Source: an optimization exercise on an open RTL-to-GDS flow (aim: small area). Production flows keep margins and buffers that such runs may drop.
Function was checked by simulation only, so behaviour that the tests miss may differ from the original.
The clock port is modelled as an ideal driver; clocking choices that lean on that would not hold on a real chip.
Power and IR drop assume default switching activity.

// edge_top
module edge_top (
    input  logic       clk,
    input  logic       reset,
    input  logic       i_byte_valid,
    input  logic [7:0] i_byte,
    output logic       o_out_valid,
    output logic [7:0] o_out_byte,
    output logic       o_frame_done
);
    logic [1:0] phase;    
    logic [6:0] pix;      
    logic [9:0] acc;      
    logic [7:0] prev;     
    wire ph_b = phase[1];
    wire ph_g = phase[0];
    wire bw   = i_byte_valid && ph_b;            
    function automatic logic [10:0] radd10(input logic [9:0] a, input logic [9:0] b, input logic ci);
        logic [10:0] r;
        logic c;
        c = ci;
        for (int i = 0; i < 10; i++) begin
            r[i] = a[i] ^ b[i] ^ c;
            c    = (a[i] & b[i]) | (a[i] & c) | (b[i] & c);
        end
        r[10] = c;
        radd10 = r;
    endfunction
    wire        ph_r  = !phase[1] && !phase[0];
    wire        take  = i_byte_valid;
    wire [9:0]  add_a = (take && ph_r) ? 10'd0 : acc;
    wire [9:0]  add_b = !take ? 10'd0 : ph_g ? {1'b0, i_byte, 1'b0} : {2'b00, i_byte};
  ...
Size: roughly 370 cells after synthesis, ~0.0060 sq mm of cells after synthesis.
Settings: LEC_CHECK=0, CAP_MARGIN=20, CORE_MARGIN=2, CORE_UTILIZATION=65, PLACE_DENSITY=0.75, SLEW_MARGIN=20; clock period 10.0 ns.
standard.sh (not shown) runs the stock make flow with config.mk's settings and CLKGATE_MAP_FILE= SYNTH_SCRIPT=/design/flow/synth_recipe.tcl, a recipe that flattens the netlist after the stock synthesis.
==> flow/flow/run.sh <==
#!/bin/bash
# The standard ORFS layout (standard.sh) with these changes:
#  - port buffers use the smallest buffer (buf_1);
#  - CTS builds its tree from clkbuf_4 (root clkbuf_8) and adds no dummy loads;
#  - after CTS, fixclk.tcl upsizes any clock buffer whose flip-flop clock pins
#    would see a slew over LIMIT_PS (placement parasitics), then legalises.
# Each tool's output goes to a log file of its own in this folder.
set -euo pipefail
ARGS=(
  "BUFFER_PORTS_ARGS=-buffer_cell sky130_fd_sc_hd__buf_1"
  "CTS_ARGS=-sink_clustering_enable -repair_clock_nets -dont_use_dummy_load -root_buf sky130_fd_sc_hd__clkbuf_8 -buf_list sky130_fd_sc_hd__clkbuf_4"
)
bash standard.sh "${ARGS[@]}" cts > make_cts.log 2>&1
R=orfs/results/sky130hd/edge_top/base
PLATFORM_DIR="$FLOW_HOME/platforms/sky130hd" ODB="$R/4_1_cts.odb" SDC="$R/4_cts.sdc" \
  LIMIT_PS=122 DRYRUN=0 openroad -no_init -exit flow/fixclk.tcl > fixclk.log 2>&1
bash standard.sh "${ARGS[@]}" finish > make_finish.log 2>&1
Other scripts of this flow, unchanged in this note and not shown: flow/flow/fixclk.tcl
Then changed:
- CAP_MARGIN: 20 -> 0
- CORE_UTILIZATION: 65 -> 40
- PLACE_DENSITY: 0.75 -> not set
- SLEW_MARGIN: 20 -> 0
Final area rises slightly.
Routed wire length rises slightly.
Power falls slightly.
Via count falls slightly.
Sequential power hardly moves.
Non-clock buffer count stays the same.

========
Setup of v4:
The RTL this note starts from:
==> flow/design.v <==
package edge_pkg;
    localparam int FRAME_W      = 16;
    localparam int FRAME_H      = 8;
    localparam int FRAME_PIXELS = FRAME_W * FRAME_H;
    localparam int ADDR_W       = $clog2(FRAME_PIXELS);
    localparam int EDGE_TH = 24;
    typedef struct packed {
        logic [7:0] r;
        logic [7:0] g;
        logic [7:0] b;
    } rgb_t;
    typedef struct packed {
        logic              we;
        logic [ADDR_W-1:0] addr;
        rgb_t              rgb;
    } pixel_wr_t;
    typedef struct packed {
        logic valid;
        logic first;   
        rgb_t rgb;
    } pixel_stream_t;
    typedef struct packed {
        logic valid;
        logic last;    
        logic edge_bit;
    } edge_stream_t;
endpackage
`timescale 1ns/1ns
module edge_top (
    input  logic       clk,
    input  logic       reset,
    input  logic       i_byte_valid,
    input  logic [7:0] i_byte,
    output logic       o_out_valid,
    output logic [7:0] o_out_byte,
    output logic       o_frame_done
);
    logic [1:0] phase;    
    logic [6:0] pix;      
    logic [9:0] acc;      
    logic [7:0] prev;     
    wire ph_b = phase[1];
    wire ph_g = phase[0];
    wire bw   = i_byte_valid && ph_b;            
    function automatic logic [10:0] radd10(input logic [9:0] a, input logic [9:0] b, input logic ci);
        logic [10:0] r;
        logic c;
        c = ci;
        for (int i = 0; i < 10; i++) begin
            r[i] = a[i] ^ b[i] ^ c;
            c    = (a[i] & b[i]) | (a[i] & c) | (b[i] & c);
        end
        r[10] = c;
        radd10 = r;
    endfunction
    wire        ph_r  = !phase[1] && !phase[0];
    wire        take  = i_byte_valid;
    wire [9:0]  add_a = (take && ph_r) ? 10'd0 : acc;
    wire [9:0]  add_b = !take ? 10'd0 : ph_g ? {1'b0, i_byte, 1'b0} : {2'b00, i_byte};
    wire [10:0] sum_f = radd10(add_a, add_b, 1'b0);
    wire [9:0]  sum   = sum_f[9:0];
    wire [7:0] grey = sum[9:2];
    wire [10:0] d_f = radd10({2'b00, grey}, {2'b11, ~prev}, 1'b1);
    wire [8:0]  d   = d_f[8:0];
    wire       e    = d[8] ? (d[7:0] < 8'd232) : (d[7:0] > 8'd24);
    always_ff @(posedge clk) begin
        if (reset) begin
            phase <= 2'd0;
            pix   <= '0;
        end else if (i_byte_valid) begin
            phase <= ph_b ? 2'd0 : phase + 2'd1;
            if (ph_b)
                pix <= pix + 7'd1;
        end
    end
    always_ff @(posedge clk) begin
        acc <= sum;
        if (bw)
            prev <= grey;
    end
    logic [7:0] rc;
    logic [7:0] out_sr;
    wire        rd     = rc[7];
    wire        active = |rc;
    wire        e0     = bw && (pix == 7'd127);
    always_ff @(posedge clk) begin
        if (reset)
            rc <= '0;
        else if (e0)
            rc <= 8'd124;
        else if (active)
            rc <= rc + 8'd1;
    end
    always_ff @(posedge clk) begin
        if (reset)
            o_out_valid <= 1'b0;
        else
            o_out_valid <= rd && (rc[2:0] == 3'd7);
    end
    assign o_frame_done = o_out_valid && !active;
    assign o_out_byte   = out_sr;
    logic x1, x2;
    logic [4:0] s0a;
    logic [7:0] s0b;
    wire wv = bw && (pix[3:0] != 4'd0);
    wire rv = rd && (rc[3:0] != 4'd0);
    always_ff @(posedge clk) begin
        if (bw && pix == 7'd1)
            x1 <= e;
        if (bw && pix == 7'd2)
            x2 <= e;
    end
    wire w0a = bw && (pix[6:3] == 4'd0) && (pix[2] || (pix[1] && pix[0]));
    wire r0a = rd && (rc[6:3] == 4'd0) && (rc[2] || (rc[1] && rc[0]));
    wire w0b = bw && (pix[6:3] == 4'd1);
    wire r0b = rd && (rc[6:3] == 4'd1);
    always_ff @(posedge clk) begin
        if (w0a || r0a)
            s0a <= {e, s0a[4:1]};
        if (w0b || r0b)
            s0b <= {e, s0b[7:1]};
    end
    logic [7:0] lsb;
    assign lsb[0] = rc[3] ? s0b[0] :
                    (rc[2:0] == 3'd1) ? x1 : (rc[2:0] == 3'd2) ? x2 : s0a[0];
    genvar k;
    generate
        for (k = 1; k < 8; k++) begin : g_row
            logic [14:0] s;
            wire wk = wv && (pix[6:4] == k);
            wire rk = rv && (rc[6:4] == k);
            always_ff @(posedge clk) begin
                if (wk || rk)
                    s <= {e, s[14:1]};
            end
            assign lsb[k] = s[0];
        end
    endgenerate
    wire ser = (rc[3:0] != 4'd0) && lsb[rc[6:4]];
    always_ff @(posedge clk)
        out_sr <= {ser, out_sr[7:1]};
endmodule
==> flow/config.mk <==
export PLATFORM = sky130hd
export DESIGN_NAME = edge_top
export DESIGN_NICKNAME = edge_top
export VERILOG_FILES = /design/flow/design.v
export SDC_FILE = /design/flow/constraint.sdc
export NUM_CORES = 4
export LEC_CHECK = 0
export CAP_MARGIN = 20
export CORE_MARGIN = 2
export CORE_UTILIZATION = 40
export SLEW_MARGIN = 20
==> flow/constraint.sdc <==
create_clock -name core_clock -period 10.0 [get_ports {clk}]
set_input_delay 2.0000 -clock core_clock [delete_from_list [all_inputs] [get_ports {clk}]]
set_output_delay 2.0000 -clock core_clock [all_outputs]
set_load 0.01 [all_outputs]
==> flow/flow/fixclk.tcl <==
# Upsize clock buffers whose flip-flop clock pins would see a slow slew.
# Only buffers that drive flip-flop clock pins are considered.
# Usage: openroad fixclk.tcl with env ODB (in/out), LIMIT_PS, DRYRUN
set P $::env(PLATFORM_DIR)
read_lef $P/lef/sky130_fd_sc_hd.tlef
read_lef $P/lef/sky130_fd_sc_hd_merged.lef
read_liberty $P/lib/sky130_fd_sc_hd__tt_025C_1v80.lib
read_db $::env(ODB)
read_sdc $::env(SDC)
source $P/setRC.tcl
set_propagated_clock [all_clocks]
set limit [expr {$::env(LIMIT_PS) * 1e-12}]
set next {sky130_fd_sc_hd__clkbuf_1 sky130_fd_sc_hd__clkbuf_2 sky130_fd_sc_hd__clkbuf_2 sky130_fd_sc_hd__clkbuf_4 sky130_fd_sc_hd__clkbuf_4 sky130_fd_sc_hd__clkbuf_8 sky130_fd_sc_hd__clkbuf_8 sky130_fd_sc_hd__clkbuf_16}
proc worst_sink_slew {buf} {
  set w 0
  set o [get_pins -of_objects $buf -filter "direction==output"]
  set ffpins [get_pins -of_objects [get_nets -of_objects $o] -filter "direction==input&&is_clock"]
  foreach p $ffpins {
    foreach edge {rise fall} { foreach mm {max min} {
      set s [sta::time_ui_sta [get_property $p slew_${mm}_$edge]]
      if {$s > $w} {set w $s}
    }}
  }
  return $w
}
for {set iter 0} {$iter < 4} {incr iter} {
  estimate_parasitics -placement
  set changed 0
  foreach b [get_cells -filter "ref_name=~sky130_fd_sc_hd__clkbuf_*"] {
    set w [worst_sink_slew $b]
    set ref [get_property $b ref_name]
    puts [format "iter %d %s %s sink_slew=%.1f ps" $iter [get_full_name $b] $ref [expr {$w*1e12}]]
    if {$w > $limit && [dict exists $next $ref] && !$::env(DRYRUN)} {
      replace_cell [get_full_name $b] [dict get $next $ref]
      puts "  -> [dict get $next $ref]"
      incr changed
    }
  }
  if {!$changed} break
}
if {!$::env(DRYRUN)} {
  detailed_placement
  check_placement
  write_db $::env(ODB)
}
Scripts as last shown in full above: flow/flow/run.sh
Relative to v4, the following input files were edited for v21:
# v4
export LEC_CHECK = 0
export CAP_MARGIN = 20
export CORE_MARGIN = 2
export CORE_UTILIZATION = 40
export SLEW_MARGIN = 20
create_clock -name core_clock -period 10.0 [get_ports {clk}]
# v21
export LEC_CHECK = 0
export CAP_MARGIN = 0
export CORE_MARGIN = 2
export CORE_UTILIZATION = 40
export SLEW_MARGIN = 0
create_clock -name core_clock -period 10.0 [get_ports {clk}]
-- flow/flow/run.sh --
<<< v4, line 10
>>> v21, line 10
  "GPL_KEEP_OVERFLOW=0"
--- outcome ---
Any difference in area growth from synthesis to final layout between v4 and v21 is small enough to ignore.
v4 -> v21: required time of the critical path flat
Fmax: v21 above v4
When v21 is set beside v4, its overall power turns out to be 0.67% larger.
The following lists how v8 was set up differently from v21:
# v21
export LEC_CHECK = 0
export CAP_MARGIN = 0
export CORE_MARGIN = 2
export CORE_UTILIZATION = 40
export SLEW_MARGIN = 0
create_clock -name core_clock -period 10.0 [get_ports {clk}]
# v8
export LEC_CHECK = 0
export CAP_MARGIN = 20
export CORE_MARGIN = 2
export CORE_UTILIZATION = 40
export SLEW_MARGIN = 20
create_clock -name core_clock -period 10.0 [get_ports {clk}]
-- flow/flow/run.sh --
<<< v21, line 10
  "GPL_KEEP_OVERFLOW=0"
>>> v8, line 10
<<< v21, line 17
  LIMIT_PS=122 DRYRUN=0 openroad -no_init -exit flow/fixclk.tcl > fixclk.log 2>&1
>>> v8, line 16
  LIMIT_PS=115 DRYRUN=0 openroad -no_init -exit flow/fixclk.tcl > fixclk.log 2>&1
-- flow/flow/fixclk.tcl --
<<< v21, line 1
# Upsize clock buffers whose flip-flop clock pins would see a slow slew.
# Only buffers that drive flip-flop clock pins are considered.
>>> v8, line 1
# Upsize clock buffers whose flip-flop sinks would see a slow clock slew.
<<< v21, line 17
  set ffpins [get_pins -of_objects [get_nets -of_objects $o] -filter "direction==input&&is_clock"]
  foreach p $ffpins {
>>> v8, line 16
  foreach p [get_pins -of_objects [get_nets -of_objects $o] -filter "direction==input"] {
==> comparison <==
- Compared with v21, in v8 maximum cell stage delay along the critical path saw an increase, routed wire length on met2 saw a decrease.
- From v21 to v8, synthesized instance count did not move at all.
- Changes observed in v8 relative to v21: post-route total power grew by about 0.57%, worst setup slack shrank by 0.12 ns.
- v21 -> v8: placement row count flat
- v21 tops out at a higher clock frequency than v8.
- For the average routed wire per standard cell, v8 came in 0.68 µm lower than v21 did.
- Changes observed in v8 relative to v21: worst setup slack for register-to-register paths fell 0.05 ns; relative contribution of combinational cells to total power saw a decrease.
--- input diff v8..v18 ---
-- flow/flow/run.sh --
<<< v8, line 3
>>> v18, line 3
#  - synthesis is the standard flow's (synth_recipe.tcl, the same passes and register
#    mapping), but abc maps the logic with an area-oriented script
#    (flow/abc_area.script) through flow/synth.tcl;
<<< v8, line 9
>>> v18, line 12
export MY_ABC_SCRIPT="$PWD/flow/abc_area.script"
<<< v8, line 10
>>> v18, line 14
  "SYNTH_SCRIPT=$PWD/flow/synth.tcl"
<<< v8, line 16
  LIMIT_PS=115 DRYRUN=0 openroad -no_init -exit flow/fixclk.tcl > fixclk.log 2>&1
>>> v18, line 21
  LIMIT_PS=122 DRYRUN=0 openroad -no_init -exit flow/fixclk.tcl > fixclk.log 2>&1
==> flow/flow/abc_area.script (new file) <==
&get -n
&st
&syn2
&dch
&nf -a -R 1000
&put
topo
dnsize -c
-- flow/flow/fixclk.tcl --
<<< v8, line 1
# Upsize clock buffers whose flip-flop sinks would see a slow clock slew.
>>> v18, line 1
# Upsize clock buffers whose flip-flop clock pins would see a slow slew.
# Only buffers that drive flip-flop clock pins are considered.
<<< v8, line 16
  foreach p [get_pins -of_objects [get_nets -of_objects $o] -filter "direction==input"] {
>>> v18, line 17
  set ffpins [get_pins -of_objects [get_nets -of_objects $o] -filter "direction==input&&is_clock"]
  foreach p $ffpins {
==> flow/flow/synth.tcl (new file) <==
proc synth {args} { yosys synth -nofsm -noshare {*}$args }
proc abc {args} {
  set i [lsearch -exact $args -script]
  if {$i >= 0 && [info exists ::env(MY_ABC_SCRIPT)]} { lset args [expr {$i+1}] $::env(MY_ABC_SCRIPT) }
  yosys abc {*}$args
}
source $::env(SCRIPTS_DIR)/synth.tcl
# left out here: clear keep_hierarchy, flatten, clean up, hide names made inside functions, write 1_2_yosys.v
## What came out
Looking at the reports, v18 completed the entire flow and the layout it produced met the timing, design-rule and antenna checks.
In the flow results for v8 and v18, the internal power consumption is larger on v8.
v18 reports its end point of the critical path as s0b[7] while v8 reports g_row[4].s[14].
Relative to v8, v18 improves area of the core.
The maximum number of pins on one net before global-route repair of v18 falls short of that of v8 by 2.
The post-synthesis net count in v18 was lower than what v8 gave.
v8 -> v18: total power flat
Relative to v8, the global placement routability congestion measured on v18 has decreased by a few percent.
v8 tops out at a higher clock frequency than v18.
Compared to v8, v18 has pre-CTS setup slack 0.18 ns lower.
Summary: netlist area before placement, v18 better than v8

re-timing with driven ports:
How much do the figures lean on ideal ports? The routed layouts below were timed once more, with nothing changed but the port constraints. Step 1: set_driving_cell puts a clkbuf_16 on clk and a buf_2 on each other input, an assumption about the parent block. Step 2 times the ports against the registers' clock, not the clock port: input delays grow and output delays shrink by t, the midpoint of the rising clock arrivals with the driver on. Three values: ideal, step 1, step 2; two values: the first two.
| run | t (ns) | setup slack, ns | worst hold slack (ns) | cell pins on the clock port's net |
|---|---|---|---|---|
| the first run of note 1 | 0.422 | 1.939 / 1.949 / 1.527 | 0.349 / 0.349 / 0.349 | 1 |
| the second run of note 1 | 0.434 | 2.012 / 2.026 / 1.592 | 0.356 / 0.356 / 0.356 | 1 |
| v4 | 0.434 | 2.012 / 2.026 / 1.592 | 0.356 / 0.356 / 0.356 | 1 |
| v21 | 0.440 | 2.079 / 2.092 / 1.652 | 0.355 / 0.355 / 0.355 | 1 |
| v8 | 0.388 | 1.962 / 1.981 / 1.593 | 0.356 / 0.356 / 0.356 | 1 |
| v18 | 0.432 | 1.823 / 1.839 / 1.407 | 0.355 / 0.355 / 0.355 | 1 |
After both steps setup and hold are still met in every run listed. The setup slack of v21, which loses most, moves by +0.013 ns with the drivers and by -0.427 ns with both steps.
